From an optimization exercise on the open Yosys and OpenROAD flow, aimed at small area, a short achievable clock period and few clock cycles; shortcuts taken in it are not production practice.
The RTL was checked by simulation tests, not by an equivalence proof against the original design.

## servo_slew_position_controller
module servo_slew_position_controller
(
    input  logic                        i_clk,
    input  logic                        i_rst_n,
    input  logic                        i_in_valid,
    output logic                        o_in_stall,
    input  logic [sspc_pkg::REQ_W-1:0] i_req_type,
    input  logic signed [sspc_pkg::ANGLE_W-1:0] i_angle,
    input  logic signed [sspc_pkg::DIR_W-1:0] i_direction,
    output logic                        o_out_valid,
    input  logic                        i_out_stall,
    output logic [sspc_pkg::PULSE_W-1:0] o_pulse_width,
    output logic [sspc_pkg::PULSE_W-1:0] o_target_width,
    output logic                        o_pwm_write,
    input  logic                        i_cfg_valid,
    output logic                        o_cfg_ready,
    input  logic [sspc_pkg::CFG_IDX_W-1:0] i_cfg_index,
    input  logic [sspc_pkg::CFG_DAT_W-1:0] i_cfg_data
);
    localparam logic [2:0] OP_NOP  = 3'd0;
    localparam logic [2:0] OP_TICK = 3'd1;
    localparam logic [2:0] OP_MAP  = 3'd2;    
    localparam logic [2:0] OP_REL  = 3'd3;    
    localparam logic [2:0] OP_CUR  = 3'd4;    
    localparam logic [2:0] OP_PL   = 3'd5;    
  ...
For scale: ~340 flip-flops, ~67 I/O pins, about 29000 um2 of cells after synthesis.
clock: 11.0 ns
lec_check: 0
cap_margin: 20
core_margin: 2
core_utilization: 40
setup_slack_margin: 5
slew_margin: 20
run.sh (not shown) runs the stock make flow with config.mk's settings and CLKGATE_MAP_FILE= SYNTH_SCRIPT=/design/flow/synth_recipe.tcl, a recipe that flattens the netlist after the stock synthesis.
Testbench counts at the start, summed over its fixed seeds: cycles 7,632.
Next try:
--- a/flow/design.v
+++ b/flow/design.v
@@ -116,23 +116,20 @@
         c_dz   <= (dd_c == 11'sd0);
         c_dneg <= dd_c[10];
         c_den  <= dd_c[10] ? 10'(-dd_c) : dd_c[9:0];
         c_pneg <= pd_c[12];
         c_pmag <= pd_c[12] ? 12'(-pd_c) : pd_c[11:0];
     end
     logic [11:0] r_cur, r_tgt;
     logic        r_wr, r_ov;
-    logic        k_v, k_sx, k_ovf;
-    logic [2:0]  k_op;
-    logic [11:0] k_q;
     logic        en;
-    assign en = !k_v;
+    assign en = !(r_ov && i_out_stall);
     assign o_cfg_ready    = 1'b1;
-    assign o_in_stall     = k_v;
+    assign o_in_stall     = !en;
     assign o_out_valid    = r_ov;
     assign o_pulse_width  = r_cur;
     assign o_target_width = r_tgt;
     assign o_pwm_write    = r_wr;
     logic [2:0] c0_op_1;
     always_comb begin
         case (i_req_type)
             3'd0: c0_op_1 = OP_TICK;
@@ -474,70 +471,53 @@
     always_ff @(posedge i_clk) begin
         if (en) begin
             p8_op <= p7_op;
             p8_ovf <= p7_ovf;
             p8_q <= c7_q_81;
             p8_sx <= p7_sx;
         end
     end
-    logic        f_free, i_v, i_sx, i_ovf;
+    logic        i_v, i_sx, i_ovf;
     logic [2:0]  i_op;
     logic [11:0] i_q;
-    assign f_free = !r_ov || !i_out_stall;
-    assign i_v    = k_v ? 1'b1  : p8_v;
-    assign i_op   = k_v ? k_op  : p8_op;
-    assign i_sx   = k_v ? k_sx  : p8_sx;
-    assign i_ovf  = k_v ? k_ovf : p8_ovf;
-    assign i_q    = k_v ? k_q   : p8_q;
-    always_ff @(posedge i_clk) begin
-        if (!i_rst_n) begin
-            k_v <= 1'b0;
-        end else begin
-            k_v <= i_v && !f_free;
-        end
-    end
-    always_ff @(posedge i_clk) begin
-        if (!k_v) begin
-            k_op  <= p8_op;
-            k_sx  <= p8_sx;
-            k_ovf <= p8_ovf;
-            k_q   <= p8_q;
-        end
-    end
+    assign i_v   = p8_v;
+    assign i_op  = p8_op;
+    assign i_sx  = p8_sx;
+    assign i_ovf = p8_ovf;
+    assign i_q   = p8_q;
     logic        qneg;
     assign qneg = i_sx ^ c_dneg ^ c_pneg;
     logic [12:0]        cp;
     logic signed [12:0] cm;
     logic [11:0]        tick_cur;
     logic signed [13:0] over_hi, under_lo;
     assign cp = {1'b0, r_cur} + {1'b0, r_step};
     assign cm = $signed({1'b0, r_cur}) - $signed({1'b0, r_step});
     assign over_hi  = $signed({2'b0, r_tgt}) - $signed({2'b0, r_cur}) - $signed({2'b0, r_step});
     assign under_lo = $signed({2'b0, r_tgt}) - $signed({2'b0, r_cur}) + $signed({2'b0, r_step});
     assign tick_cur = (over_hi > 14'sd0) ? cp[11:0] : under_lo[13] ? cm[11:0] : r_tgt;
-    logic [12:0] map_sum;
-    logic [11:0] map_t;
-    assign map_sum = {1'b0, r_pls_low} + {1'b0, i_q};
-    assign map_t   = qneg ? (c_pneg ? r_pls_high : r_pls_low)
-                   : (i_ovf || c_pneg || (i_q > c_pmag)) ? r_pls_high : map_sum[11:0];
-    logic [12:0] rel_add;
-    logic signed [12:0] rel_sub;
-    logic [11:0] rel_t;
-    assign rel_add = {1'b0, r_tgt} + {1'b0, i_q};
-    assign rel_sub = $signed({1'b0, r_tgt}) - $signed({1'b0, i_q});
-    assign rel_t   = qneg ? ((i_ovf || rel_sub[12]) ? 12'd0 : rel_sub[11:0])
-                          : ((i_ovf || rel_add[12]) ? 12'hfff : rel_add[11:0]);
+    logic        is_rel, sub;
+    logic [11:0] base;
+    logic [12:0] sum;
+    logic [11:0] map_t, rel_t;
+    assign is_rel = (i_op == OP_REL);
+    assign sub    = is_rel && qneg;
+    assign base   = is_rel ? r_tgt : r_pls_low;
+    assign sum    = {1'b0, base} + ({1'b0, i_q} ^ {13{sub}}) + {12'd0, sub};
+    assign map_t  = qneg ? (c_pneg ? r_pls_high : r_pls_low)
+                  : (i_ovf || c_pneg || (i_q > c_pmag)) ? r_pls_high : sum[11:0];
+    assign rel_t  = (i_ovf || sum[12]) ? (qneg ? 12'd0 : 12'hfff) : sum[11:0];
     always_ff @(posedge i_clk) begin
         if (!i_rst_n) begin
             r_ov  <= 1'b0;
             r_wr  <= 1'b0;
             r_cur <= PULSE_RST;
             r_tgt <= PULSE_RST;
-        end else if (f_free) begin
+        end else if (en) begin
             r_ov <= i_v;
             if (i_v) begin
                 r_wr <= (i_op == OP_TICK);
                 case (i_op)
                     OP_TICK: r_cur <= tick_cur;
                     OP_MAP:  if (!c_dz) r_tgt <= map_t;
                     OP_REL:  if (!c_dz) r_tgt <= rel_t;
                     OP_CUR:  r_tgt <= r_cur;
Effect:
- cell area went down by 4.0%
- synthesized cell count decreases by 3.9%
- worst setup slack gets worse by 210 ps
- utilization barely changes
- die area is lower by 4.2%
- clock-buffer cell count goes down by 12
- wire length falls by 4.2%
Testbench counts after the change, summed over its fixed seeds: cycles 7,632.

[afterwards: timing with drivers on the ports]
How much do the figures lean on ideal ports? The routed layouts below were timed once more, with nothing changed but the port constraints.
Step 1 sets driving cells, clkbuf_16 on the clock port and buf_2 on the other inputs (assumed; they add their load-dependent delay and slew).
Step 2 moves the port delays by t, midway between the first and last clock arrival at a register: inputs arrive t later, outputs are due t later. That takes back most of the time a late clock gives input paths.
a / b / c = ideal / step 1 / step 2; a / b = the first two.
run	shift t [ns]	slack for setup (ns)	worst setup path at the end	worst data-port slew with drivers (ns)	pins driven straight from the clock port
the first run	0.614	5.325 / 5.325 / 4.799	input to register	0.04	1
the second run	0.618	5.115 / 5.085 / 4.764	input to register	0.06	1
After both steps setup and hold are still met in every run listed. For the first run, which loses most, drivers alone change the setup slack by 0.000 ns; drivers and shift together by -0.526 ns.
